From an optimization exercise on the open Yosys and OpenROAD flow, aimed at small area and a short achievable clock period; shortcuts taken in it are not production practice. Where RTL was checked, it was by simulation tests only, not by an equivalence proof against the original. No activity file was given, so power comes from the tool's default toggle rates.

Design wedge_fitter, start of the top module:
module wedge_fitter (
	input logic clock,
	input logic reset,
	input logic clear_status,
	input logic [22:0] data_in,  
	input logic ds,
	output logic hold,
	input logic out_re,
	output logic [22:0] data_out,  
	output logic out_valid,
	output logic out_empty,
	input logic nocut,
	input logic [12:0] chi2cut_value,
	output logic [4:0] wedge_status  
);
	logic [22:0] H;
	logic [22:0] S [15];
	logic [3:0] s_rd, s_wr;
	logic [4:0] i_cnt;
	logic i_empty, i_one, i_full;
	logic push_i, pop_i, s_push, s_pop;
	logic [4:0] i_cnt_next;
	assign push_i = ds && !i_full;
	assign s_push = push_i && !i_empty && !(pop_i && i_one);
	assign s_pop = pop_i && !i_empty && !i_one;
	always_ff @(posedge clock)
	begin
		if (push_i)
			S[s_wr] <= data_in;
	end
	always_ff @(posedge clock)
	begin
		if (pop_i)
			H <= (i_empty || i_one) ? data_in : S[s_rd];
		else if (i_empty)
			H <= data_in;
	end
	always_comb
	begin
		i_cnt_next = i_cnt;
		if (push_i && !pop_i)
			i_cnt_next = i_cnt + 5'd1;
		else if (pop_i && !push_i)
			i_cnt_next = i_cnt - 5'd1;
	end
	always_ff @(posedge clock)
	begin
		if (reset)
		begin
			s_rd <= '0;
			s_wr <= '0;
			i_cnt <= '0;
			i_empty <= 1'b1;
			i_one <= 1'b0;
			i_full <= 1'b0;
			hold <= 1'b0;
		end
		else
		begin
			if (s_push)
				s_wr <= (s_wr == 4'd14) ? 4'd0 : s_wr + 4'd1;
			if (s_pop)
				s_rd <= (s_rd == 4'd14) ? 4'd0 : s_rd + 4'd1;
			i_cnt <= i_cnt_next;
			i_empty <= (i_cnt_next == 5'd0);
			i_one <= (i_cnt_next == 5'd1);
			i_full <= (i_cnt_next == 5'd16);
			hold <= (i_cnt_next >= 5'd12);
		end
	end
	localparam logic [1:0] C_IDLE = 2'd0, C_ROAD = 2'd1, C_WAIT = 2'd2;
	logic [1:0] c_state, c_state_next;
	logic w_ee, w_ep;
	logic t_empty, t_full;
	logic f_idle;
	logic dv;  
	logic drained;
  ...
Size: ~2300 cells after synthesis, ~1200 flip-flops, roughly 73 I/O pins, ~47000 µm² of cells after synthesis.
Settings: LEC_CHECK=0, CAP_MARGIN=20, CORE_MARGIN=2, CORE_UTILIZATION=70, SLEW_MARGIN=20; clock period 6.5 ns.
run.sh (not shown) runs the stock make flow with config.mk's settings and CLKGATE_MAP_FILE= SYNTH_SCRIPT=/design/flow/synth_recipe.tcl, a recipe that flattens the netlist after the stock synthesis.
Next try:
--- a/flow/design.v
+++ b/flow/design.v
@@ -24,20 +24,29 @@
 	assign push_i = ds && !i_full;
 	assign s_push = push_i && !i_empty && !(pop_i && i_one);
 	assign s_pop = pop_i && !i_empty && !i_one;
 	always_ff @(posedge clock)
 	begin
 		if (push_i)
 			S[s_wr] <= data_in;
 	end
+	logic [14:0] s_rd_dec;
+	logic [22:0] s_head;
+	always_comb
+	begin
+		s_rd_dec = 15'd1 << s_rd;
+		s_head = '0;
+		for (int k = 0; k < 15; k++)
+			s_head = s_head | (S[k] & {23{s_rd_dec[k]}});
+	end
 	always_ff @(posedge clock)
 	begin
 		if (pop_i)
-			H <= (i_empty || i_one) ? data_in : S[s_rd];
+			H <= (i_empty || i_one) ? data_in : s_head;
 		else if (i_empty)
 			H <= data_in;
 	end
 	always_comb
 	begin
 		i_cnt_next = i_cnt;
 		if (push_i && !pop_i)
 			i_cnt_next = i_cnt + 5'd1;
@@ -137,16 +146,17 @@
 		if (reset)
 			c_state <= C_IDLE;
 		else
 			c_state <= c_state_next;
 	end
 	logic [20:0] cur_road;
 	logic cur_par;
 	logic [12:0] best_chisq;
+	logic [7:0] best_track;
 	logic best_par;
 	logic have_cand;
 	logic take;
 	logic par_h;
 	logic pass_r;
 	logic tpar_r;
 	assign par_h = ^H[20:0];
 	assign take = !have_cand || (H[20:8] < best_chisq);
@@ -155,16 +165,17 @@
 		if (start_road)
 		begin
 			cur_road <= H[20:0];
 			cur_par <= par_h;
 		end
 		if (cand_valid && take)
 		begin
 			best_chisq <= H[20:8];
+			best_track <= H[7:0];
 			best_par <= par_h;
 		end
 		if (cand_valid && w_ep)
 		begin
 			pass_r <= nocut || (take ? (H[20:8] <= chi2cut_value) : (best_chisq <= chi2cut_value));
 			tpar_r <= !(cur_par ^ (take ? par_h : best_par));
 		end
 	end
@@ -187,20 +198,21 @@
 	logic [20:0] T_road [8];
 	logic [20:0] T_fit [8];
 	logic [2:0] t_rd, t_wr;
 	logic [3:0] t_cnt, t_cnt_next;
 	logic t_push, t_pop;
 	assign t_push = dv && pass_r;
 	always_ff @(posedge clock)
 	begin
-		if (cand_valid)
+		if (dv)
+		begin
 			T_road[t_wr] <= cur_road;
-		if (cand_valid && take)
-			T_fit[t_wr] <= H[20:0];
+			T_fit[t_wr] <= {best_chisq, best_track};
+		end
 	end
 	always_comb
 	begin
 		t_cnt_next = t_cnt;
 		if (t_push && !t_pop)
 			t_cnt_next = t_cnt + 4'd1;
 		else if (t_pop && !t_push)
 			t_cnt_next = t_cnt - 4'd1;
@@ -280,21 +292,31 @@
 				begin
 					o_push = 1'b1;
 					f_state_next = F_IDLE;
 				end
 			end
 			default: f_state_next = F_IDLE;
 		endcase
 	end
+	logic [7:0] t_rd_dec;
+	logic [20:0] t_head_road, t_head_fit;
 	always_comb
 	begin
+		t_rd_dec = 8'd1 << t_rd;
+		t_head_road = '0;
+		t_head_fit = '0;
+		for (int k = 0; k < 8; k++)
+		begin
+			t_head_road = t_head_road | (T_road[k] & {21{t_rd_dec[k] && f_state == F_IDLE}});
+			t_head_fit = t_head_fit | (T_fit[k] & {21{t_rd_dec[k] && f_state == F_TRK}});
+		end
 		case (f_state)
-			F_IDLE: out_word = {2'b00, T_road[t_rd]};
-			F_TRK: out_word = {2'b01, T_fit[t_rd]};
+			F_IDLE: out_word = {2'b00, t_head_road | t_head_fit};
+			F_TRK: out_word = {2'b01, t_head_road | t_head_fit};
 			default: out_word = {1'b1, ee_hold};
 		endcase
 	end
 	always_ff @(posedge clock)
 	begin
 		if (reset)
 			f_state <= F_IDLE;
 		else
@@ -335,19 +357,28 @@
 			if (o_pop)
 				o_rd <= o_rd + 4'd1;
 			o_cnt <= o_cnt_next;
 			o_empty <= (o_cnt_next == 5'd0);
 			o_full <= (o_cnt_next == 5'd16);
 			out_valid <= o_pop;
 		end
 	end
+	logic [15:0] o_rd_dec;
+	logic [22:0] o_head;
+	always_comb
+	begin
+		o_rd_dec = 16'd1 << o_rd;
+		o_head = '0;
+		for (int k = 0; k < 16; k++)
+			o_head = o_head | (O[k] & {23{o_rd_dec[k]}});
+	end
 	always_ff @(posedge clock)
 	begin
-		data_out <= O[o_rd];
+		data_out <= o_head;
 	end
 	assign out_empty = o_empty;
 	logic in_ovf_seen, invalid_seen;
 	always_ff @(posedge clock)
 	begin
 		if (clear_status || reset)
 		begin
 			in_ovf_seen <= 1'b0;
Result: The changed run completed with no timing, DRC or antenna violations; utilization rose by 0.22 points; cell area fell by a few percent; global-route usage rose by 4.7 points; synthesized cell count rose by about a fifth; routed wire length rose by roughly a tenth; via count rose by about a fifth; worst setup slack loses 0.032 ns; synthesized area fell by a few percent; first-iteration DRC count rose by well over a third; final cell count rose by roughly a tenth; power fell by a few percent; hold slack is about the same; critical path depth does not change.
No functional check of the RTL was part of any run of this note.

========
## the baseline
Another version of the RTL of wedge_fitter (not shown whole).
Size: about 1200 flip-flops, about 73 I/O pins, ~0.044 mm2 of cells after synthesis.
==> flow/config.mk <==
export PLATFORM = sky130hd
export DESIGN_NAME = wedge_fitter
export DESIGN_NICKNAME = wedge_fitter
export VERILOG_FILES = /design/flow/design.v
export SDC_FILE = /design/flow/constraint.sdc
export NUM_CORES = 4
export LEC_CHECK = 0
export CAP_MARGIN = 5
export CORE_MARGIN = 2
export CORE_UTILIZATION = 70
export CTS_BUF_LIST = sky130_fd_sc_hd__clkbuf_16
export CTS_CLUSTER_DIAMETER = 60
export CTS_CLUSTER_SIZE = 30
export SETUP_SLACK_MARGIN = 4.05
export SLEW_MARGIN = 5
==> flow/constraint.sdc <==
create_clock -name core_clock -period 6.5 [get_ports {clock}]
set_input_delay 1.3000 -clock core_clock [delete_from_list [all_inputs] [get_ports {clock}]]
set_output_delay 1.3000 -clock core_clock [all_outputs]
set_load 0.01 [all_outputs]
### the baseline -> the candidate
-- flow/design.v --
<<< the baseline, line 39
	always_ff @(posedge clock)
	begin
		if (pop_i)
			H <= (i_empty || i_one) ? data_in : s_head;
		else if (i_empty)
			H <= data_in;
	end
	always_comb
>>> the candidate, line 39
	always_ff @(posedge clock)
	begin
		if (pop_i || i_empty)
			H <= s_head | (data_in & {23{i_empty || i_one}});
	end
	always_comb
==> summary.txt <==
The candidate: done, clean on timing, DRC and antenna. Per the comparison of the candidate with the baseline, final net count moved down; cell-internal power moved down; share of total power in the clock network level. Antenna diode count (lower): the candidate. Compared to the baseline, the candidate has global routing usage on met3 1.4 points lower. The candidate ends up with a total track usage that is 0.74 points lower than in the baseline. Lower highest fanout seen on the critical path among the candidate and the baseline: the candidate. Reported for the candidate and the baseline, count of hold buffers inserted by post-cts repair turned out identical to the last digit. In the metrics for the candidate and the baseline, the one carrying the higher wire length reported by the detailed router is the baseline. Floorplan check, the candidate vs the baseline: die outline smaller in the candidate.
No functional check of the RTL was part of the candidate.

========
## old
The RTL this note starts from:
==> flow/design.v <==
`timescale 1ns/1ps
module wedge_fitter (
	input logic clock,
	input logic reset,
	input logic clear_status,
	input logic [22:0] data_in,  
	input logic ds,
	output logic hold,
	input logic out_re,
	output logic [22:0] data_out,  
	output logic out_valid,
	output logic out_empty,
	input logic nocut,
	input logic [12:0] chi2cut_value,
	output logic [4:0] wedge_status  
);
	logic [22:0] H;
	logic [22:0] S [15];
	logic [4:0] i_cnt, i_cnt_next;
	logic i_empty, i_one, i_full;
	logic push_i, pop_i;
	logic [22:0] s_head;
	assign push_i = ds && !i_full;
	always_ff @(posedge clock)
	begin
		if (push_i)
		begin
			S[0] <= data_in;
			for (int k = 1; k < 15; k++)
				S[k] <= S[k-1];
		end
	end
	always_comb
	begin
		s_head = '0;
		for (int k = 0; k < 15; k++)
			s_head = s_head | (S[k] & {23{i_cnt == 5'(k + 2)}});
	end
	always_ff @(posedge clock)
	begin
		if (pop_i)
			H <= (i_empty || i_one) ? data_in : s_head;
		else if (i_empty)
			H <= data_in;
	end
	always_comb
	begin
		i_cnt_next = i_cnt;
		if (push_i && !pop_i)
			i_cnt_next = i_cnt + 5'd1;
		else if (pop_i && !push_i)
			i_cnt_next = i_cnt - 5'd1;
	end
	always_ff @(posedge clock)
	begin
		if (reset)
		begin
			i_cnt <= '0;
			i_empty <= 1'b1;
			i_one <= 1'b0;
			i_full <= 1'b0;
			hold <= 1'b0;
		end
		else
		begin
			i_cnt <= i_cnt_next;
			i_empty <= (i_cnt_next == 5'd0);
			i_one <= (i_cnt_next == 5'd1);
			i_full <= (i_cnt_next == 5'd16);
			hold <= (i_cnt_next >= 5'd12);
		end
	end
	localparam logic [1:0] C_IDLE = 2'd0, C_ROAD = 2'd1, C_WAIT = 2'd2;
	logic [1:0] c_state, c_state_next;
	logic w_ee, w_ep;
	logic t_empty, t_full;
	logic f_idle;
	logic dv;  
	logic drained;
	logic start_road, cand_valid, handoff, invalid_road;
	assign w_ee = H[22];
	assign w_ep = H[21];
	assign drained = t_empty && f_idle && !dv;
	always_comb
	begin
		c_state_next = c_state;
		pop_i = 1'b0;
		start_road = 1'b0;
		cand_valid = 1'b0;
		handoff = 1'b0;
		invalid_road = 1'b0;
		case (c_state)
			C_IDLE:
			begin
				if (!i_empty && w_ee)
					c_state_next = C_WAIT;
				else if (!i_empty && !t_full)
				begin
					pop_i = 1'b1;
					if (w_ep)
						invalid_road = 1'b1;
					else
					begin
						start_road = 1'b1;
						c_state_next = C_ROAD;
					end
				end
			end
			C_ROAD:
			begin
				if (!i_empty && w_ee)
				begin
					invalid_road = 1'b1;
					c_state_next = C_WAIT;
				end
				else if (!i_empty && !t_full)
				begin
					pop_i = 1'b1;
					cand_valid = 1'b1;
					if (w_ep)
						c_state_next = C_IDLE;
				end
			end
			C_WAIT:
			begin
				if (!i_empty && drained)
				begin
					handoff = 1'b1;
					pop_i = 1'b1;
					c_state_next = C_IDLE;
				end
			end
			default: c_state_next = C_IDLE;
		endcase
	end
	always_ff @(posedge clock)
	begin
		if (reset)
			c_state <= C_IDLE;
		else
			c_state <= c_state_next;
	end
	logic [20:0] cur_road;
	logic cur_par;
	logic [12:0] best_chisq;
	logic [7:0] best_track;
	logic best_par;
	logic have_cand;
	logic take;
	logic par_h;
	logic pass_r;
	logic tpar_r;
	function automatic less13(input [12:0] a, input [12:0] b);
		reg [15:0] lt, gt;
		integer w, i;
		begin
			lt = '0;
			gt = '0;
			for (i = 0; i < 13; i = i + 1)
			begin
				lt[i] = !a[i] && b[i];
				gt[i] = a[i] && !b[i];
			end
			for (w = 1; w < 16; w = w * 2)
				for (i = 0; i + w < 16; i = i + 2 * w)
				begin
					lt[i] = lt[i + w] || (!gt[i + w] && lt[i]);
					gt[i] = gt[i + w] || (!lt[i + w] && gt[i]);
				end
			less13 = lt[0];
		end
	endfunction
	assign par_h = ^H[20:0];
	assign take = !have_cand || less13(H[20:8], best_chisq);
	always_ff @(posedge clock)
	begin
		if (start_road)
		begin
			cur_road <= H[20:0];
			cur_par <= par_h;
		end
		if (cand_valid && take)
		begin
			best_chisq <= H[20:8];
			best_track <= H[7:0];
			best_par <= par_h;
		end
		if (cand_valid && w_ep)
		begin
			pass_r <= nocut || (take ? !less13(chi2cut_value, H[20:8]) : !less13(chi2cut_value, best_chisq));
			tpar_r <= !(cur_par ^ (take ? par_h : best_par));
		end
	end
	always_ff @(posedge clock)
	begin
		if (reset)
		begin
			have_cand <= 1'b0;
			dv <= 1'b0;
		end
		else
		begin
			dv <= cand_valid && w_ep;
			if (start_road)
				have_cand <= 1'b0;
			else if (cand_valid)
				have_cand <= 1'b1;
		end
	end
	logic [20:0] T_road [8];
	logic [20:0] T_fit [8];
	logic [3:0] t_cnt, t_cnt_next;
	logic t_push, t_pop;
	assign t_push = dv && pass_r;
	always_ff @(posedge clock)
	begin
		if (t_push)
		begin
			T_road[0] <= cur_road;
			T_fit[0] <= {best_chisq, best_track};
			for (int k = 1; k < 8; k++)
			begin
				T_road[k] <= T_road[k-1];
				T_fit[k] <= T_fit[k-1];
			end
		end
	end
	always_comb
	begin
		t_cnt_next = t_cnt;
		if (t_push && !t_pop)
			t_cnt_next = t_cnt + 4'd1;
		else if (t_pop && !t_push)
			t_cnt_next = t_cnt - 4'd1;
	end
	always_ff @(posedge clock)
	begin
		if (reset)
		begin
			t_cnt <= '0;
			t_empty <= 1'b1;
			t_full <= 1'b0;
		end
		else
		begin
			t_cnt <= t_cnt_next;
			t_empty <= (t_cnt_next == 4'd0);
			t_full <= (t_cnt_next == 4'd8);
		end
	end
	logic acc;
	logic [21:0] ee_hold;  
	always_ff @(posedge clock)
	begin
		if (reset || handoff)
			acc <= 1'b0;
		else if (t_push)
			acc <= acc ^ tpar_r;
	end
	always_ff @(posedge clock)
	begin
		if (handoff)
			ee_hold <= {H[21:9], acc, H[7:0]};
	end
	localparam logic [1:0] F_IDLE = 2'd0, F_TRK = 2'd1, F_EE = 2'd2;
	logic [1:0] f_state, f_state_next;
	logic o_full, o_empty;
	logic o_push, o_pop;
	logic [22:0] out_word;
	assign f_idle = (f_state == F_IDLE);
	always_comb
	begin
		f_state_next = f_state;
		o_push = 1'b0;
		t_pop = 1'b0;
		case (f_state)
			F_IDLE:
			begin
				if (!t_empty)
				begin
					if (!o_full)
					begin
						o_push = 1'b1;
						f_state_next = F_TRK;
					end
				end
				else if (handoff)
					f_state_next = F_EE;
			end
			F_TRK:
			begin
				if (!o_full)
				begin
					o_push = 1'b1;
					t_pop = 1'b1;
					f_state_next = F_IDLE;
				end
			end
			F_EE:
			begin
				if (!o_full)
				begin
					o_push = 1'b1;
					f_state_next = F_IDLE;
				end
			end
			default: f_state_next = F_IDLE;
		endcase
	end
	always_ff @(posedge clock)
	begin
		if (reset)
			f_state <= F_IDLE;
		else
			f_state <= f_state_next;
	end
	logic [7:0] sel_road, sel_fit;
	logic sel_ee;
	logic [20:0] t_head;
	always_ff @(posedge clock)
	begin
		for (int k = 0; k < 8; k++)
		begin
			sel_road[k] <= !reset && f_state_next == F_IDLE && t_cnt_next == 4'(k + 1);
			sel_fit[k] <= !reset && f_state_next == F_TRK && t_cnt_next == 4'(k + 1);
		end
		sel_ee <= !reset && f_state_next == F_EE;
	end
	always_comb
	begin
		t_head = '0;
		for (int k = 0; k < 8; k++)
			t_head = t_head | (T_road[k] & {21{sel_road[k]}}) | (T_fit[k] & {21{sel_fit[k]}});
		out_word = {sel_ee, sel_ee ? ee_hold[21] : (f_state == F_TRK), t_head | (ee_hold[20:0] & {21{sel_ee}})};
	end
	logic [22:0] O [16];
	logic [4:0] o_cnt, o_cnt_next;
	logic [22:0] o_head;
	assign o_pop = out_re && !o_empty;
	always_ff @(posedge clock)
	begin
		if (o_push)
		begin
			O[0] <= out_word;
			for (int k = 1; k < 16; k++)
				O[k] <= O[k-1];
		end
	end
	always_comb
	begin
		o_cnt_next = o_cnt;
		if (o_push && !o_pop)
			o_cnt_next = o_cnt + 5'd1;
		else if (o_pop && !o_push)
			o_cnt_next = o_cnt - 5'd1;
	end
	always_ff @(posedge clock)
	begin
		if (reset)
		begin
			o_cnt <= '0;
			o_empty <= 1'b1;
			o_full <= 1'b0;
			out_valid <= 1'b0;
		end
		else
		begin
			o_cnt <= o_cnt_next;
			o_empty <= (o_cnt_next == 5'd0);
			o_full <= (o_cnt_next == 5'd16);
			out_valid <= o_pop;
		end
	end
	always_comb
	begin
		o_head = '0;
		for (int k = 0; k < 16; k++)
			o_head = o_head | (O[k] & {23{o_cnt == 5'(k + 1)}});
	end
	always_ff @(posedge clock)
	begin
		data_out <= o_head;
	end
	assign out_empty = o_empty;
	logic in_ovf_seen, invalid_seen;
	always_ff @(posedge clock)
	begin
		if (clear_status || reset)
		begin
			in_ovf_seen <= 1'b0;
			invalid_seen <= 1'b0;
		end
		else
		begin
			in_ovf_seen <= in_ovf_seen | (ds && i_full);
			invalid_seen <= invalid_seen | invalid_road;
		end
	end
	assign wedge_status = {in_ovf_seen, 1'b0, invalid_seen, i_empty, o_empty};
endmodule
clock: 6.5 ns
lec_check: 0
cap_margin: 0
core_margin: 2
core_utilization: 65
cts_buf_list: sky130_fd_sc_hd__clkbuf_16
cts_cluster_diameter: 60
cts_cluster_size: 30
setup_slack_margin: 4.05
slew_margin: 0
diff inputs: old => new
diff --git a/flow/design.v b/flow/design.v
--- a/flow/design.v
+++ b/flow/design.v
@@ -37,12 +37,10 @@
 			s_head = s_head | (S[k] & {23{i_cnt == 5'(k + 2)}});
 	end
 	always_ff @(posedge clock)
 	begin
-		if (pop_i)
-			H <= (i_empty || i_one) ? data_in : s_head;
-		else if (i_empty)
-			H <= data_in;
+		if (pop_i || i_empty)
+			H <= s_head | (data_in & {23{i_empty || i_one}});
 	end
 	always_comb
 	begin
 		i_cnt_next = i_cnt;
==> summary.txt <==
new vs old: final weighted congestion in routability-driven placement up in new
Changes observed in new relative to old: number of instances in the placed design fell by 63; layout overhead on the synthesized area fell by 0.23 points; power consumed by the clock network rose by about 1%; met1 routing resource usage after global routing fell by 2.4 points.
Looking at old and new, the switching portion of total power is a wash.
On cell area after synthesis, new does better than old.
old → new: synthesized cell count decreased about 3%, part of the power in combinational logic saw a decrease, fraction of area in multi-input gates now sits lower, count of instances resized after the clock tree is built fell by 23.
Only the layout flow was run in new; the RTL was not checked for function there.

port drivers added, routing unchanged:
The results above use ideal ports. As a check the final layouts listed here were re-extracted and re-timed, cells and wires unchanged. Step 1: set_driving_cell puts a clkbuf_16 on clock and a buf_2 on each other input, an assumption about the parent block. Step 2 adds t to the input delays and takes it off the output delays; t is the mean of the earliest and latest rising clock arrival at the registers after step 1. Input paths then give back, and output paths get back, about the clock's delay inside the block. Three values: ideal, step 1, step 2; two values: the first two.
run | t, ns | setup WS [ns] | latest minus earliest clock arrival (ns) | slew at the worst register clock pin (ns) | worst slew at a driven data input, ns
the first run of note 1 | 0.729 | 3.006 / 3.006 / 2.881 | 0.026 / 0.026 | 0.07 / 0.07 | 0.06
the second run of note 1 | 0.752 | 2.973 / 2.973 / 2.849 | 0.033 / 0.033 | 0.07 / 0.07 | 0.06
the baseline | 0.724 | 4.012 / 3.943 / 3.389 | 0.037 / 0.037 | 0.11 / 0.11 | 0.11
the candidate | 0.726 | 3.962 / 3.963 / 3.242 | 0.035 / 0.034 | 0.12 / 0.12 | 0.08
old | 0.702 | 4.031 / 3.964 / 3.452 | 0.044 / 0.044 | 0.11 / 0.11 | 0.07
new | 0.710 | 3.870 / 3.885 / 3.175 | 0.041 / 0.041 | 0.11 / 0.11 | 0.09
After both steps every run listed still meets setup and hold. The setup slack of the candidate, which loses most, moves by +0.001 ns with the drivers and by -0.720 ns with both steps.
